Background: an optimization exercise with open tools, aiming at a short achievable clock period and few clock cycles. Do not read the settings as production practice. Where RTL was checked, it was by simulation tests only, not by an equivalence proof against the original.

==> branch tundra <==
==> flow/design.v <==
`default_nettype none
`timescale 1ns/1ps
package mem_bus_pkg;
    localparam int ADDR_W = 12;      
    localparam int DATA_W = 32;      
    typedef logic [ADDR_W-1:0] addr_t;
    typedef logic [DATA_W-1:0] word_t;
endpackage
`default_nettype wire
`default_nettype none
`timescale 1ns/1ps
package cache_geom_pkg;
    localparam int TAG_W      = 5;
    localparam int INDEX_W    = 3;
    localparam int WORD_SEL_W = 2;
    localparam int BYTE_SEL_W = 2;
    localparam int NUM_LINES  = 2 ** INDEX_W;        
    localparam int LINE_WORDS = 2 ** WORD_SEL_W;     
    typedef logic [TAG_W-1:0]      tag_t;
    typedef logic [INDEX_W-1:0]    index_t;
    typedef logic [WORD_SEL_W-1:0] word_sel_t;
    typedef union packed {
        logic [TAG_W+INDEX_W+WORD_SEL_W+BYTE_SEL_W-1:0] raw;   
        struct packed {
            tag_t                  tag;
            index_t                index;
            word_sel_t             word;     
            logic [BYTE_SEL_W-1:0] bsel;     
        } f;
    } cache_addr_t;
endpackage
`default_nettype wire
`default_nettype none
`timescale 1ns/1ps
module cache_arrays
(
    input  wire logic        CLK,
    input  wire logic        RSTn,
    input  cache_geom_pkg::cache_addr_t look_addr,
    output logic             hit,
    output mem_bus_pkg::word_t            rd_word,
    input  wire logic        fill_we,
    input  cache_geom_pkg::word_sel_t   fill_word,
    input  mem_bus_pkg::word_t       fill_data,
    input  wire logic        tag_we
);
    logic [cache_geom_pkg::NUM_LINES-1:0] valid;
    cache_geom_pkg::tag_t                 tags  [cache_geom_pkg::NUM_LINES];
    mem_bus_pkg::word_t                lines [cache_geom_pkg::NUM_LINES][cache_geom_pkg::LINE_WORDS];
    cache_geom_pkg::index_t    idx;          
    cache_geom_pkg::tag_t      look_tag;
    cache_geom_pkg::word_sel_t look_word;
    assign idx       = look_addr.f.index;
    assign look_tag  = look_addr.f.tag;
    assign look_word = look_addr.f.word;
    assign hit = valid[idx] && (tags[idx] == look_tag);
    assign rd_word = lines[idx][look_word];      
    always_ff @(posedge CLK) begin
        if (RSTn) begin
            valid <= '0;
        end else if (tag_we) begin
            valid[idx] <= 1'b1;                  
        end
    end
    always_ff @(posedge CLK) begin
        if (tag_we) begin
            tags[idx] <= look_tag;
        end
    end
    always_ff @(posedge CLK) begin
        if (fill_we) begin
            lines[idx][fill_word] <= fill_data;
        end
    end
endmodule
`default_nettype wire
`default_nettype none
`timescale 1ns/1ps
module cache_ctrl
(
    input  wire logic      CLK,
    input  wire logic      RSTn,
    input  wire logic      req,
    input  wire logic      req_store,
    input  mem_bus_pkg::addr_t     req_addr,
    input  mem_bus_pkg::word_t     req_wdata,
    output logic           resp_valid,
    output mem_bus_pkg::word_t          resp_rdata,
    output logic           resp_hit,
    output cache_geom_pkg::cache_addr_t    look_addr,
    input  wire logic      hit,
    input  mem_bus_pkg::word_t     rd_word,
    output logic           fill_we,
    output cache_geom_pkg::word_sel_t      fill_word,
    output mem_bus_pkg::word_t          fill_data,
    output logic           tag_we,
    output mem_bus_pkg::addr_t          mem_addr,
    output logic           mem_we,
    output mem_bus_pkg::word_t          mem_wdata,
    input  mem_bus_pkg::word_t     mem_rdata
);
    localparam logic [1:0] ST_IDLE   = 2'd0;
    localparam logic [1:0] ST_LOOKUP = 2'd1;
    localparam logic [1:0] ST_REFILL = 2'd2;
    localparam logic [1:0] ST_RESP   = 2'd3;
    logic [1:0]  state;
    cache_geom_pkg::word_sel_t   beat;           
    cache_geom_pkg::cache_addr_t cur_addr;       
    logic        cur_store;
    mem_bus_pkg::word_t       cur_wdata;
    cache_geom_pkg::cache_addr_t beat_addr;      
    logic        beat_is_req;
    logic        last_beat;
    logic        in_refill;
    logic        store_hit;
    logic        store_beat;
    always_ff @(posedge CLK) begin
        if (state == ST_IDLE && req) begin
            cur_addr.raw <= req_addr;
            cur_store    <= req_store;
            cur_wdata    <= req_wdata;
        end
    end
    assign look_addr = cur_addr;     
    assign in_refill = (state == ST_REFILL);
    assign last_beat = (beat == cache_geom_pkg::word_sel_t'(cache_geom_pkg::LINE_WORDS - 1));
    always_ff @(posedge CLK) begin
        if (RSTn) begin
            state <= ST_IDLE;
            beat  <= '0;
        end else begin
            case (state)
                ST_IDLE: begin
                    if (req) begin
                        state <= ST_LOOKUP;
                    end
                end
                ST_LOOKUP: begin
                    beat  <= '0;
                    state <= hit ? ST_RESP : ST_REFILL;
                end
                ST_REFILL: begin
                    beat <= beat + 2'd1;
                    if (last_beat) begin
                        state <= ST_RESP;
                    end
                end
                default: begin
                    state <= ST_IDLE;    
                end
            endcase
        end
    end
    always_comb begin
        beat_addr        = cur_addr;
        beat_addr.f.word = beat;
        beat_addr.f.bsel = '0;
    end
    assign beat_is_req = (beat == cur_addr.f.word);
    assign store_hit  = (state == ST_LOOKUP) && cur_store && hit;
    assign store_beat = in_refill && cur_store && beat_is_req;
    assign mem_we    = store_hit || store_beat;
    assign mem_addr  = in_refill ? beat_addr.raw : cur_addr.raw;
    assign mem_wdata = cur_wdata;
    assign fill_we   = store_hit || in_refill;
    assign fill_word = in_refill ? beat : cur_addr.f.word;
    assign fill_data = mem_we ? cur_wdata : mem_rdata;
    assign tag_we    = in_refill && last_beat;
    always_ff @(posedge CLK) begin
        if (state == ST_LOOKUP) begin
            resp_hit   <= hit;
            resp_rdata <= rd_word;       
        end else if (in_refill && beat_is_req) begin
            resp_rdata <= mem_rdata;     
        end
    end
    assign resp_valid = (state == ST_RESP);
endmodule
`default_nettype wire
`default_nettype none
`timescale 1ns/1ps
module dcache_top
(
    input  wire logic  CLK,
    input  wire logic  RSTn,
    input  wire logic  req,
    input  wire logic  req_store,
    input  mem_bus_pkg::addr_t req_addr,
    input  mem_bus_pkg::word_t req_wdata,
    output logic       resp_valid,
    output logic       resp_hit,
    output mem_bus_pkg::word_t      resp_rdata,
    output mem_bus_pkg::addr_t      mem_addr,
    output logic       mem_we,
    output mem_bus_pkg::word_t      mem_wdata,
    input  mem_bus_pkg::word_t mem_rdata
);
    cache_geom_pkg::cache_addr_t look_addr;
    logic        hit;
    mem_bus_pkg::word_t       rd_word;
    logic        fill_we;
    cache_geom_pkg::word_sel_t   fill_word;
    mem_bus_pkg::word_t       fill_data;
    logic        tag_we;
    cache_ctrl u_ctrl (
        .CLK        (CLK),
        .RSTn       (RSTn),
        .req        (req),
        .req_store  (req_store),
        .req_addr   (req_addr),
        .req_wdata  (req_wdata),
        .resp_valid (resp_valid),
        .resp_rdata (resp_rdata),
        .resp_hit   (resp_hit),
        .look_addr  (look_addr),
        .hit        (hit),
        .rd_word    (rd_word),
        .fill_we    (fill_we),
        .fill_word  (fill_word),
        .fill_data  (fill_data),
        .tag_we     (tag_we),
        .mem_addr   (mem_addr),
        .mem_we     (mem_we),
        .mem_wdata  (mem_wdata),
        .mem_rdata  (mem_rdata)
    );
    cache_arrays u_arrays (
        .CLK        (CLK),
        .RSTn       (RSTn),
        .look_addr  (look_addr),
        .hit        (hit),
        .rd_word    (rd_word),
        .fill_we    (fill_we),
        .fill_word  (fill_word),
        .fill_data  (fill_data),
        .tag_we     (tag_we)
    );
endmodule
`default_nettype wire
==> flow/run.sh <==
#!/bin/bash
# synth_recipe.tcl (not shown) runs the flow's synth.tcl, then flattens the netlist and writes it again
# the make line also repeats each setting of config.mk as NAME=value (left out here)
make -C /OpenROAD-flow-scripts/flow DESIGN_CONFIG=/design/flow/config.mk WORK_HOME=/design/flow/orfs CLKGATE_MAP_FILE= SYNTH_SCRIPT=/design/flow/synth_recipe.tcl finish
==> flow/config.mk <==
export PLATFORM = sky130hd
export DESIGN_NAME = dcache_top
export DESIGN_NICKNAME = dcache_top
export VERILOG_FILES = /design/flow/design.v
export SDC_FILE = /design/flow/constraint.sdc
export NUM_CORES = 4
export LEC_CHECK = 0
export CAP_MARGIN = 20
export CORE_MARGIN = 2
export CORE_UTILIZATION = 45
export SLEW_MARGIN = 20
==> flow/constraint.sdc <==
create_clock -name core_clock -period 4.0 [get_ports {CLK}]
set_input_delay 0.8000 -clock core_clock [delete_from_list [all_inputs] [get_ports {CLK}]]
set_output_delay 0.8000 -clock core_clock [all_outputs]
set_load 0.01 [all_outputs]
==> branch lagoon (differences from branch tundra) <==
==> flow/design.v (replaced) <==
`default_nettype none
`timescale 1ns/1ps
package mem_bus_pkg;
    localparam int ADDR_W = 12;      
    localparam int DATA_W = 32;      
    typedef logic [ADDR_W-1:0] addr_t;
    typedef logic [DATA_W-1:0] word_t;
endpackage
`default_nettype wire
`default_nettype none
`timescale 1ns/1ps
package cache_geom_pkg;
    localparam int TAG_W      = 5;
    localparam int INDEX_W    = 3;
    localparam int WORD_SEL_W = 2;
    localparam int BYTE_SEL_W = 2;
    localparam int NUM_LINES  = 2 ** INDEX_W;        
    localparam int LINE_WORDS = 2 ** WORD_SEL_W;     
    typedef logic [TAG_W-1:0]      tag_t;
    typedef logic [INDEX_W-1:0]    index_t;
    typedef logic [WORD_SEL_W-1:0] word_sel_t;
    typedef union packed {
        logic [TAG_W+INDEX_W+WORD_SEL_W+BYTE_SEL_W-1:0] raw;   
        struct packed {
            tag_t                  tag;
            index_t                index;
            word_sel_t             word;     
            logic [BYTE_SEL_W-1:0] bsel;     
        } f;
    } cache_addr_t;
endpackage
`default_nettype wire
`default_nettype none
`timescale 1ns/1ps
module cache_arrays
(
    input  wire logic        CLK,
    input  wire logic        RSTn,
    input  cache_geom_pkg::cache_addr_t look_addr,
    output logic             hit,
    input  cache_geom_pkg::cache_addr_t fill_addr,
    input  wire logic        tag_we
);
    logic [cache_geom_pkg::NUM_LINES-1:0] valid;
    cache_geom_pkg::tag_t                 tags  [cache_geom_pkg::NUM_LINES];
    cache_geom_pkg::index_t    idx;
    cache_geom_pkg::tag_t      look_tag;
    cache_geom_pkg::index_t    fill_idx;
    assign idx      = look_addr.f.index;
    assign look_tag = look_addr.f.tag;
    assign fill_idx = fill_addr.f.index;
    logic [cache_geom_pkg::NUM_LINES-1:0] line_match;
    always_comb begin
        for (int i = 0; i < cache_geom_pkg::NUM_LINES; i++) begin
            line_match[i] = valid[i] && (tags[i] == look_tag);
        end
    end
    assign hit = line_match[idx];
    always_ff @(posedge CLK) begin
        if (RSTn) begin
            valid <= '0;
        end else if (tag_we) begin
            valid[fill_idx] <= 1'b1;
        end
    end
    always_ff @(posedge CLK) begin
        if (tag_we) begin
            tags[fill_idx] <= fill_addr.f.tag;
        end
    end
endmodule
`default_nettype wire
`default_nettype none
`timescale 1ns/1ps
module cache_ctrl
(
    input  wire logic      CLK,
    input  wire logic      RSTn,
    input  wire logic      req,
    input  wire logic      req_store,
    input  mem_bus_pkg::addr_t     req_addr,
    input  mem_bus_pkg::word_t     req_wdata,
    output logic           resp_valid,
    output mem_bus_pkg::word_t          resp_rdata,
    output logic           resp_hit,
    output cache_geom_pkg::cache_addr_t    look_addr,
    input  wire logic      hit,
    output cache_geom_pkg::cache_addr_t    fill_addr,
    output logic           tag_we,
    output mem_bus_pkg::addr_t          mem_addr,
    output logic           mem_we,
    output mem_bus_pkg::word_t          mem_wdata,
    input  mem_bus_pkg::word_t     mem_rdata
);
    mem_bus_pkg::addr_t cur_addr;       
    mem_bus_pkg::word_t cur_wdata;
    assign look_addr.raw = req_addr;
    assign fill_addr.raw = cur_addr;
    assign tag_we        = resp_valid;
    always_ff @(posedge CLK) begin
        if (RSTn) begin
            resp_valid <= 1'b0;
            mem_we     <= 1'b0;
        end else begin
            resp_valid <= req;                   
            mem_we     <= req && req_store;      
        end
    end
    always_ff @(posedge CLK) begin
        cur_addr  <= req_addr;
        cur_wdata <= req_wdata;
        resp_hit  <= hit;
    end
    assign mem_addr   = cur_addr;
    assign mem_wdata  = cur_wdata;
    assign resp_rdata = mem_rdata;       
endmodule
`default_nettype wire
`default_nettype none
`timescale 1ns/1ps
module dcache_top
(
    input  wire logic  CLK,
    input  wire logic  RSTn,
    input  wire logic  req,
    input  wire logic  req_store,
    input  mem_bus_pkg::addr_t req_addr,
    input  mem_bus_pkg::word_t req_wdata,
    output logic       resp_valid,
    output logic       resp_hit,
    output mem_bus_pkg::word_t      resp_rdata,
    output mem_bus_pkg::addr_t      mem_addr,
    output logic       mem_we,
    output mem_bus_pkg::word_t      mem_wdata,
    input  mem_bus_pkg::word_t mem_rdata
);
    cache_geom_pkg::cache_addr_t look_addr;
    logic        hit;
    cache_geom_pkg::cache_addr_t fill_addr;
    logic        tag_we;
    cache_ctrl u_ctrl (
        .CLK        (CLK),
        .RSTn       (RSTn),
        .req        (req),
        .req_store  (req_store),
        .req_addr   (req_addr),
        .req_wdata  (req_wdata),
        .resp_valid (resp_valid),
        .resp_rdata (resp_rdata),
        .resp_hit   (resp_hit),
        .look_addr  (look_addr),
        .hit        (hit),
        .fill_addr  (fill_addr),
        .tag_we     (tag_we),
        .mem_addr   (mem_addr),
        .mem_we     (mem_we),
        .mem_wdata  (mem_wdata),
        .mem_rdata  (mem_rdata)
    );
    cache_arrays u_arrays (
        .CLK        (CLK),
        .RSTn       (RSTn),
        .look_addr  (look_addr),
        .hit        (hit),
        .fill_addr  (fill_addr),
        .tag_we     (tag_we)
    );
endmodule
`default_nettype wire
Settings changed: ABC_CLOCK_PERIOD_IN_PS set to 1000, CTS_BUF_LIST set to sky130_fd_sc_hd__clkbuf_16, CTS_CLUSTER_DIAMETER set to 200, CTS_CLUSTER_SIZE set to 60, SETUP_SLACK_MARGIN set to 2.6.
==> summary of the runs <==
Of branch tundra and branch lagoon, branch lagoon has the higher worst setup slack (gap 2.0 ns).
In final cell count, branch tundra is at 8.9 times the value of branch lagoon.
Between branch lagoon and branch tundra, the lower sequential share of layout area is in branch lagoon (gap 15 points).
The routed wire length of branch tundra is 17 times that of branch lagoon.
Testbench counts of branch tundra, summed over its fixed seeds: cycles 12,752.
No functional check of the RTL was part of branch lagoon.

## port drivers added, routing unchanged
The results above use ideal ports. As a check the final layouts listed here were re-extracted and re-timed, cells and wires unchanged. Step 1 (the two cells are an assumption about what drives the block):
set clk [get_ports {CLK}]
set_driving_cell -lib_cell sky130_fd_sc_hd__clkbuf_16 $clk
set_driving_cell -lib_cell sky130_fd_sc_hd__buf_2 [delete_from_list [all_inputs] $clk]
Step 2, shift: input delay + t, output delay - t, t = (earliest + latest rising clock arrival at the registers) / 2. This alone moves slack from input paths to output paths. Three values: ideal ports, drivers, drivers and shift; two values: the first two.
run | t, ns | setup slack, ns | worst hold slack (ns)
branch tundra | 0.754 | 0.369 / 0.369 / 0.369 | 0.474 / 0.474 / 0.474
branch lagoon | 0.363 | 2.386 / 2.351 / 2.097 | 0.490 / 0.490 / 0.490
After both steps setup and hold are still met in every run listed. The setup slack of branch lagoon, which loses most, moves by -0.035 ns with the drivers and by -0.289 ns with both steps.
